What follows belongs to an exercise in optimizing a design on an open flow for small area, a short achievable clock period and few clock cycles; a production flow would make more cautious choices. In this exercise RTL edits were held to simulation tests only and were not proved equivalent to the original. Power and IR drop assume default switching activity.

`flow/run.sh`:
```
#!/bin/bash
# synth_recipe.tcl (not shown) runs the flow's synth.tcl, then flattens the netlist and writes it again
# the make line also repeats each setting of config.mk as NAME=value (left out here)
make -C /OpenROAD-flow-scripts/flow DESIGN_CONFIG=/design/flow/config.mk WORK_HOME=/design/flow/orfs CLKGATE_MAP_FILE= SYNTH_SCRIPT=/design/flow/synth_recipe.tcl finish
```
`flow/config.mk`:
```
export PLATFORM = sky130hd
export DESIGN_NAME = cpu_top
export DESIGN_NICKNAME = cpu_top
export VERILOG_FILES = /design/flow/design.v
export SDC_FILE = /design/flow/constraint.sdc
export NUM_CORES = 4
export LEC_CHECK = 0
export CAP_MARGIN = 20
export CORE_MARGIN = 2
export CORE_UTILIZATION = 38
export SLEW_MARGIN = 20
```
`flow/constraint.sdc`:
```
create_clock -name core_clock -period 10.0 [get_ports {clk}]
set_input_delay 2.0000 -clock core_clock [delete_from_list [all_inputs] [get_ports {clk}]]
set_output_delay 2.0000 -clock core_clock [all_outputs]
set_load 0.01 [all_outputs]
```
`flow/design.v`:
```
package cpu_pkg;
    localparam int DATA_W    = 16;
    localparam int ADDR_W    = 8;
    localparam int MEM_DEPTH = 256;
    localparam int REG_SEL_W = 4;
    localparam int NUM_REGS  = 16;
    localparam logic [3:0] OP_SYS    = 4'b0000;  
    localparam logic [3:0] OP_SETN   = 4'b0001;
    localparam logic [3:0] OP_LOADN  = 4'b0010;
    localparam logic [3:0] OP_STOREN = 4'b0011;
    localparam logic [3:0] OP_ADDN   = 4'b0101;
    localparam logic [3:0] OP_ADD    = 4'b0110;  
    localparam logic [3:0] OP_SUB    = 4'b0111;  
    localparam logic [3:0] OP_JUMPN  = 4'b1011;
    localparam logic [1:0] OP_JCOND  = 2'b11;    
    localparam logic [1:0] SYS_HALT  = 2'b00;
    localparam logic [1:0] SYS_WRITE = 2'b10;
    localparam logic [1:0] COND_EQZ = 2'b00;
    localparam logic [1:0] COND_NEZ = 2'b01;
    localparam logic [1:0] COND_GTZ = 2'b10;
    localparam logic [1:0] COND_LTZ = 2'b11;
    typedef logic [2:0] step_t;
    typedef enum logic [2:0] {
        BUS_NONE = 3'd0,  
        BUS_PC   = 3'd1,
        BUS_MEM  = 3'd2,
        BUS_REG  = 3'd3,
        BUS_ALU  = 3'd4,
        BUS_IMM  = 3'd5
    } bus_src_t;
    typedef enum logic {
        ALU_ADD = 1'b0,
        ALU_SUB = 1'b1   
    } alu_op_t;
endpackage
`timescale 1ns/100ps
`timescale 1ns/100ps
`timescale 1ns/100ps
import cpu_pkg::*;
module register_file (
    input  logic                 clk,
    input  logic                 rst,
    input  logic                 we,
    input  logic [REG_SEL_W-1:0] wsel,
    input  logic [DATA_W-1:0]    wdata,
    input  logic [REG_SEL_W-1:0] sel_a,
    input  logic [REG_SEL_W-1:0] sel_b,
    output logic [DATA_W-1:0]    rdata_a,
    output logic [DATA_W-1:0]    rdata_b
);
    logic [DATA_W-1:0] regs [NUM_REGS];
    always_ff @(posedge clk) begin
        if (rst) begin
            for (int i = 1; i < NUM_REGS; i++)
                regs[i] <= '0;
        end else if (we && wsel != '0) begin
            regs[wsel] <= wdata;
        end
    end
    assign rdata_a = (sel_a == '0) ? '0 : regs[sel_a];
    assign rdata_b = (sel_b == '0) ? '0 : regs[sel_b];
endmodule
`timescale 1ns/100ps
import cpu_pkg::*;
module alu_unit (
    input  logic              sub,
    input  logic [DATA_W-1:0] a,
    input  logic [DATA_W-1:0] b,
    output logic [DATA_W-1:0] result
);
    assign result = sub ? a - b : a + b;    
endmodule
`timescale 1ns/100ps
import cpu_pkg::*;
module program_memory (
    input  logic              clk,
    input  logic              we,
    input  logic [ADDR_W-1:0] waddr,
    input  logic [DATA_W-1:0] wdata,
    input  logic [ADDR_W-1:0] raddr,
    output logic [DATA_W-1:0] rdata
);
    logic [DATA_W-1:0] mem [MEM_DEPTH];
    always_ff @(posedge clk) begin
        if (we)
            mem[waddr] <= wdata;
    end
    assign rdata = mem[raddr];
endmodule
`timescale 1ns/100ps
import cpu_pkg::*;
module cpu_top (
    input  logic              clk,
    input  logic              rst,
    input  logic              writing_program,
    input  logic              prog_we,
    input  logic [ADDR_W-1:0] prog_addr,
    input  logic [DATA_W-1:0] prog_wdata,
    output logic              out_valid,
    output logic [DATA_W-1:0] out_data,
    output logic              halted
);
    logic                 wp_q;        
    logic                 rst_q;
    logic [ADDR_W-1:0]    pc;          
    logic [DATA_W-1:0]    ir;
    logic                 ir_valid;
    logic                 ld_pend;     
    logic [REG_SEL_W-1:0] ld_rd;
    logic                 wb_en;
    logic [ADDR_W-1:0]    wb_addr;
    logic [DATA_W-1:0]    wb_data;
    logic [ADDR_W-1:0]    fetch_addr;
    logic [DATA_W-1:0]    mem_rdata;
    logic [DATA_W-1:0]    fetch_data;
    logic [3:0]           op;
    logic                 run, exe;
    logic                 is_rrr, is_setn, is_load, is_store, is_wrop, is_jump, is_jcond;
    logic                 is_halt, is_write;
    logic [REG_SEL_W-1:0] sel_a;
    logic [DATA_W-1:0]    ra, rb, opb, alu_res;
    logic                 cond_true, take;
    logic                 rf_we;
    logic [REG_SEL_W-1:0] rf_wsel;
    logic [DATA_W-1:0]    rf_wdata;
    assign op       = ir[15:12];
    assign is_rrr   = (op[3:1] == 3'b011);               
    assign is_setn  = (op == OP_SETN);
    assign is_load  = (op == OP_LOADN);
    assign is_store = (op == OP_STOREN);
    assign is_wrop  = is_rrr || is_setn || (op == OP_ADDN);
    assign is_jump  = (op == OP_JUMPN);
    assign is_jcond = (ir[15:14] == OP_JCOND);
    assign is_halt  = (op == OP_SYS) && (ir[1:0] == SYS_HALT);
    assign is_write = (op == OP_SYS) && (ir[1:0] == SYS_WRITE);
    assign run = !wp_q && !halted;
    assign exe = run && ir_valid;
    assign sel_a = is_rrr ? ir[7:4] : (is_setn ? 4'd0 : ir[11:8]);
    register_file regs0 (
        .clk(clk), .rst(rst_q), .we(rf_we), .wsel(rf_wsel), .wdata(rf_wdata),
        .sel_a(sel_a), .sel_b(ir[3:0]), .rdata_a(ra), .rdata_b(rb)
    );
    assign opb = is_rrr ? rb : {{(DATA_W-ADDR_W){1'b0}}, ir[ADDR_W-1:0]};
    alu_unit alu0 (.sub(op == OP_SUB), .a(ra), .b(opb), .result(alu_res));
    always_comb begin
        case (ir[13:12])
            COND_EQZ: cond_true = (ra == '0);
            COND_NEZ: cond_true = (ra != '0);
            COND_GTZ: cond_true = (ra != '0) && !ra[DATA_W-1];
            default:  cond_true = ra[DATA_W-1];
        endcase
    end
    assign take = exe && (is_jump || (is_jcond && cond_true));
    assign rf_we    = ld_pend || (exe && is_wrop);
    assign rf_wsel  = ld_pend ? ld_rd : ir[11:8];
    assign rf_wdata = ld_pend ? ir : alu_res;
    assign fetch_addr = (ir_valid && is_load) ? ir[ADDR_W-1:0] : pc;
    program_memory mem0 (
        .clk(clk), .we(wb_en), .waddr(wb_addr), .wdata(wb_data),
        .raddr(fetch_addr), .rdata(mem_rdata)
    );
    always_comb begin
        if (exe && is_store && ir[ADDR_W-1:0] == pc)
            fetch_data = ra;
        else if (wb_en && wb_addr == fetch_addr)
            fetch_data = wb_data;
        else
            fetch_data = mem_rdata;
    end
    always_ff @(posedge clk) begin
        wp_q  <= writing_program;
        rst_q <= rst;
        if (writing_program) begin
            wb_en   <= prog_we && !rst;
            wb_addr <= prog_addr;
            wb_data <= prog_wdata;
        end else begin
            wb_en   <= exe && is_store;
            wb_addr <= ir[ADDR_W-1:0];
            wb_data <= ra;
        end
        if (wp_q) begin
            ir       <= fetch_data;
            ir_valid <= !writing_program;
            pc       <= {{(ADDR_W-1){1'b0}}, !writing_program};
            ld_pend  <= 1'b0;
        end else if (run) begin
            ir      <= fetch_data;
            ld_pend <= exe && is_load;
            ld_rd   <= ir[11:8];
            if (exe && is_load) begin
                ir_valid <= 1'b0;
            end else if (take) begin
                ir_valid <= 1'b0;
                pc       <= ir[ADDR_W-1:0];
            end else begin
                ir_valid <= 1'b1;
                pc       <= fetch_addr + ADDR_W'(1);
            end
        end
        if (rst) begin
            out_valid <= 1'b0;
            halted    <= 1'b0;
        end else begin
            out_valid <= exe && is_write;
            if (exe && is_halt)
                halted <= 1'b1;
        end
        if (exe && is_write)
            out_data <= ra;
    end
endmodule
```
==> impl_results.html <==
<table>
<tr><th>Metric</th><th>Value</th></tr>
<tr><th colspan="2">Clock network</th></tr>
<tr><td>Maximum buffer depth of the clock tree</td><td>4</td></tr>
<tr><td>Clock-pin slew of the registers on the worst-case setup and hold paths</td><td>60 ps</td></tr>
<tr><td>Number of setup buffers added after CTS</td><td>0</td></tr>
<tr><td>Resize count post-CTS</td><td>0</td></tr>
<tr><td>CTS tree</td><td>yes</td></tr>
<tr><td>Clock buffers created by TritonCTS</td><td>around 450</td></tr>
<tr><td>Clock network latency to the later pin of the worst-skew pair</td><td>1020 ps</td></tr>
<tr><td>Number of buffers inserted by hold repair at cts</td><td>0</td></tr>
<tr><td>H-tree depth</td><td>5</td></tr>
<tr><td>Clock root buffer</td><td>sky130_fd_sc_hd__clkbuf_16</td></tr>
<tr><td>Count of clock tree sinks</td><td>approximately 4400</td></tr>
<tr><th colspan="2">STA</th></tr>
<tr><td>Clk_skew</td><td>70.85 ps</td></tr>
<tr><td>Period Utilization, post-route</td><td>between 70% and 80%</td></tr>
<tr><td>Final TNS setup</td><td>0 ps</td></tr>
<tr><td>Final hold vios</td><td>0</td></tr>
<tr><td>Slew of the pin with the lowest slew margin</td><td>1261 ps</td></tr>
<tr><td>Tmin final</td><td>7453 ps</td></tr>
<tr><td>Final slew viol count</td><td>0</td></tr>
<tr><td>Setup violators final</td><td>0</td></tr>
<tr><td>RSZ-0062 raised after global routing</td><td>false</td></tr>
<tr><td>Headroom to the max-slew limit</td><td>approximately 16%</td></tr>
<tr><td>Top achievable clock speed</td><td>about 130 MHz</td></tr>
<tr><th colspan="2">Place</th></tr>
<tr><td>Final weighted congestion of routability-driven global placement</td><td>0.9095</td></tr>
<tr><td>Buffers on Ports</td><td>45</td></tr>
<tr><td>Cell count after placement</td><td>19900</td></tr>
<tr><td>DP Area</td><td>roughly 190000 sq um</td></tr>
<tr><td>Half-perimeter wire length of the detailed placement result</td><td>302.9 mm</td></tr>
<tr><th colspan="2">Yosys</th></tr>
<tr><td>Mean instance size in the synthesized netlist</td><td>12.78 sq um</td></tr>
<tr><td>Synthesized area</td><td>180600 sq um</td></tr>
<tr><td>Number of enable-type register cells in the synthesized netlist</td><td>4390</td></tr>
<tr><td>Instance count of the mapped netlist</td><td>14130</td></tr>
<tr><td>FFs w/ async S/R, synth</td><td>0%</td></tr>
<tr><td>Total of flip-flops plus latches after synthesis</td><td>approximately 4400</td></tr>
<tr><td>Register area share after synthesis</td><td>approximately three quarters</td></tr>
<tr><td>Distinct cell type count after synthesis</td><td>between 70 and 80</td></tr>
<tr><td>Leading register cell type out of synthesis</td><td>sky130_fd_sc_hd__edfxtp_1</td></tr>
<tr><td>Yosys warning total</td><td>3</td></tr>
<tr><th colspan="2">Final layout</th></tr>
<tr><td>Post-layout utilization of the core</td><td>42.94%</td></tr>
<tr><td>Layout cells sized above 1</td><td>9.080%</td></tr>
<tr><td>Area growth from synthesis to layout</td><td>12.74%</td></tr>
<tr><td>Most frequent cells in the layout</td><td>sky130_fd_sc_hd__edfxtp_1 (4390), sky130_fd_sc_hd__nand2_1 (4124), sky130_fd_sc_hd__nand3_1 (1744)</td></tr>
<tr><td>Number of standard cells in the final layout excluding fillers</td><td>20730</td></tr>
<tr><td>Commonest non-fill, non-tap cell in the layout</td><td>sky130_fd_sc_hd__edfxtp_1</td></tr>
<tr><td>Design area</td><td>203600 sq um</td></tr>
<tr><td>Count of nets after finishing</td><td>14150</td></tr>
<tr><th colspan="2">Setup path</th></tr>
<tr><td>Startpoint type of the worst setup path</td><td>flip-flop</td></tr>
<tr><td>Kind of end point of the critical path</td><td>flip-flop</td></tr>
<tr><td>Dominant cell type by count on the critical path</td><td>sky130_fd_sc_hd__o21ai_0</td></tr>
<tr><td>Critical Path AT</td><td>8150 ps</td></tr>
<tr><td>Delay of the slowest critical-path stage</td><td>830 ps</td></tr>
<tr><td>Worst-path cell chain</td><td>nor2b_1, nor2_1, a311oi_4, mux4_2, a211oi_1, inv_1, ha_1, fa_1, nor2b_1, o21ai_0, a21boi_0, o21ai_0, a21boi_0, o21ai_0, a21boi_0, o31ai_1, a211oi_1, o21ai_0, a31oi_1, buf_4, nor2_1</td></tr>
<tr><td>Type of the worst setup path</td><td>flip-flop to flip-flop</td></tr>
<tr><td>Crit path max-delay cell type</td><td>sky130_fd_sc_hd__nor2b_1</td></tr>
<tr><td>Required time worst endpoint</td><td>between 10000 and 15000 ps</td></tr>
<tr><td>CP max FO</td><td>16</td></tr>
<tr><th colspan="2">Detailed routing</th></tr>
<tr><td>Detail Route Antenna Nets</td><td>0</td></tr>
<tr><td>Highest signal layer in the routed design</td><td>met5</td></tr>
<tr><td>Avg WL per Cell</td><td>26.64 um</td></tr>
<tr><td>Met1 wire length</td><td>225.6 mm</td></tr>
<tr><td>Via Count</td><td>119000</td></tr>
<tr><td>Number of remaining DRC errors</td><td>0</td></tr>
<tr><td>Pre-Repair DR Iteration Count</td><td>9</td></tr>
<tr><td>Total Routed Length</td><td>552.1 mm</td></tr>
<tr><td>Violation count after the first detailed-routing iteration</td><td>around 15000</td></tr>
<tr><td>Met2 routed WL</td><td>247.5 mm</td></tr>
<tr><td>Mean number of vias per cell</td><td>5.740</td></tr>
<tr><td>Detail Route met3 WL</td><td>approximately 54 mm</td></tr>
<tr><th colspan="2">Global route</th></tr>
<tr><td>Remaining Overflow, GRT</td><td>0</td></tr>
<tr><td>Wire length of the first global-routing pass</td><td>789.9 mm</td></tr>
<tr><td>Via count of the first global-routing pass</td><td>approximately 110k</td></tr>
<tr><td>Largest net degree at the start of global routing</td><td>between 150 and 200</td></tr>
<tr><td>GRT Util Overall</td><td>22.12%</td></tr>
<tr><td>Initial antenna violation count</td><td>23</td></tr>
<tr><th colspan="2">Run status</th></tr>
<tr><td>Outcome</td><td>complete, no violations</td></tr>
<tr><th colspan="2">Hold path</th></tr>
<tr><td>Class of the tightest hold or removal check</td><td>flip-flop to flip-flop</td></tr>
<tr><th colspan="2">Floorplan</th></tr>
<tr><td>Initial Utilization</td><td>38.08%</td></tr>
<tr><td>Die Span Y</td><td>693.4 um</td></tr>
<tr><td>Placeable core area</td><td>474200 sq um</td></tr>
<tr><td>Total die area</td><td>480800 sq um</td></tr>
<tr><td>IO Pins</td><td>46</td></tr>
<tr><td>Placement Rows</td><td>253</td></tr>
<tr><td>Overall die width</td><td>693.4 um</td></tr>
<tr><th colspan="2">Power and ir drop</th></tr>
<tr><td>Pwr dens</td><td>308.1 nW/um^2</td></tr>
<tr><td>Leakage component of the power</td><td>69.01 nW</td></tr>
<tr><td>Max rail drop VDD</td><td>about 0.43 mV</td></tr>
<tr><th colspan="2">Flow run</th></tr>
<tr><td>Max_cap viols</td><td>0</td></tr>
</table>
## area by class of cell
class	instances	area (sq um)
Clock inverter	256	2157
Tap cell	6247	7816
Clock buffer	557	11680
Antenna cell	6	15.01
Multi-Input combinational cell	8640	44180
Timing Repair Buffer	544	4860
Sequential cell	4431	132700
Fill cell	42810	270600
Inverter	44	180.2
## layer usage
layer  global-route usage (%)  vias up
met5                        0        -
met3                    4.230     1042
met1                    31.13    60040
met2                    33.83     5906
met4                    8.869        4
li1                         -    51980
## power breakdown
group / switching (mW) / total [mW] / internal, mW
Sequential: 0.866 / 24.4 / 23.5
Combinational: 16.8 / 22.3 / 5.53
Clock: 7.13 / 16.1 / 8.93
Total: 24.8 / 62.7 / 38.0
## path summary, 6_finish.rpt
check	from	endpoint	slack, ps	cells after the start
setup / recovery	ir[14]	regs0.regs[3][14]	2550	21
hold / removal	ir[1]	flip-flop	510	1
setup reg to reg	ir[14]	regs0.regs[3][14]	2550	21
hold reg to reg	ir[1]	flip-flop	510	1
## cell usage after synthesis, types with 9 or more instances
cell type | n | area, sq um
sky130_fd_sc_hd__dfxtp_1 | 41 | 820.8
sky130_fd_sc_hd__nor3_1 | 82 | 410.4
sky130_fd_sc_hd__nand2_1 | 4126 | 15490
sky130_fd_sc_hd__a221oi_1 | 17 | 148.9
sky130_fd_sc_hd__o31ai_1 | 9 | 67.56
sky130_fd_sc_hd__inv_1 | 40 | 150.1
sky130_fd_sc_hd__a21oi_1 | 177 | 885.9
sky130_fd_sc_hd__o211ai_1 | 19 | 142.6
sky130_fd_sc_hd__and3_1 | 313 | 1958
sky130_fd_sc_hd__a311oi_1 | 451 | 3950
sky130_fd_sc_hd__clkbuf_1 | 619 | 2323
sky130_fd_sc_hd__buf_2 | 192 | 960.9
sky130_fd_sc_hd__a211oi_1 | 78 | 585.6
sky130_fd_sc_hd__o221ai_1 | 25 | 219.0
sky130_fd_sc_hd__nand2b_1 | 23 | 143.9
sky130_fd_sc_hd__mux4_2 | 93 | 2095
sky130_fd_sc_hd__nor2_1 | 550 | 2064
sky130_fd_sc_hd__nand4_1 | 28 | 175.2
sky130_fd_sc_hd__a22oi_1 | 92 | 690.7
sky130_fd_sc_hd__nand3_1 | 1754 | 8778
sky130_fd_sc_hd__o21ai_1 | 13 | 65.06
sky130_fd_sc_hd__xor2_1 | 18 | 157.7
sky130_fd_sc_hd__mux2_2 | 26 | 292.8
sky130_fd_sc_hd__mux2_1 | 13 | 146.4
sky130_fd_sc_hd__ha_1 | 17 | 212.7
sky130_fd_sc_hd__nor2b_1 | 18 | 112.6
sky130_fd_sc_hd__buf_1 | 205 | 769.5
sky130_fd_sc_hd__xnor2_1 | 26 | 227.7
sky130_fd_sc_hd__o22ai_1 | 34 | 212.7
sky130_fd_sc_hd__edfxtp_1 | 4390 | 131800
sky130_fd_sc_hd__mux2i_1 | 105 | 1051
sky130_fd_sc_hd__nor4_1 | 9 | 56.30
sky130_fd_sc_hd__o21ai_0 | 99 | 495.5
sky130_fd_sc_hd__a31oi_1 | 313 | 1958
## sequential cells by signal, summed over array words and instances, names as in the netlist, named ones only
| register | cells |
|---|---|
| ir_valid | 1 |
| wp_q | 1 |
| wb_data | 16 |
| wb_addr | 8 |
| pc | 8 |
| mem0.mem | 4096 |
| wb_en | 1 |
| ir | 16 |
| rst_q | 1 |
| halted | 1 |
| ld_rd | 4 |
| out_data | 16 |
| out_valid | 1 |
| regs0.regs | 256 |
| ld_pend | 1 |
## kinds of logic (layout without fill, tap and decap cells)
kind of cell    after synthesis  in the layout  share of synthesized area [%]
simple gates               6942           6942                          16.32
flops                      4431           4431                          73.45
compound gates             1380           1380                          5.480
buf+inv                    1071           1401                          2.390
mux                         240            240                          2.010
xor+xnor                     44             44                         0.2134
fa+ha+maj                    18             18                         0.1289
other cells                   1             22                       0.002076
## critical path: cells and delay by family, from the launching register on
kind,cells,cell delay [ps]
muxes,1,600
adders and majority gates,2,700
AOI/OAI and AO/OA,12,3690
and+or+nand+nor,4,1270
DFF,1,540
buffers and inverters,2,380
## metrics by stage
stage | setup WS, ps | hold slack, ps | power, mW
2_1_floorplan | 4311 | 424.4 | 37.84
3_3_place_gp | 2630 | 491.5 | 46.34
3_5_place_dp | 2849 | 497.3 | 46.58
4_1_cts | 2860 | 511.2 | 62.46
5_1_grt | 2149 | 518.8 | 65.01
6_report | 2547 | 510.3 | 62.73
Testbench counts, summed over its fixed seeds: cycles 17,116.

[separate check: timing with driven ports]
No port has a modelled driver above. Below, the same layout with a new extraction and two added sets of constraints.
Step 1, drivers: a clkbuf_16 drives clk and a buf_2 each remaining input, both assumed.
Step 2, shift: input delay + t, output delay - t, t = (earliest + latest rising clock arrival at the registers) / 2. This alone moves slack from input paths to output paths.
a / b / c = ideal ports / drivers / drivers and shift; a / b = the first two.
t, ns: 1.094
slack for setup (ns): 2.547 / 2.547 / 2.547
worst setup path at the end: register to register
latest minus earliest clock arrival (ns): 0.080 / 0.080
worst slew at a driven data input, ns: 0.05
After both steps this run still meets setup and hold. For this run, drivers alone change the setup slack by 0.000 ns; drivers and shift together by 0.000 ns.
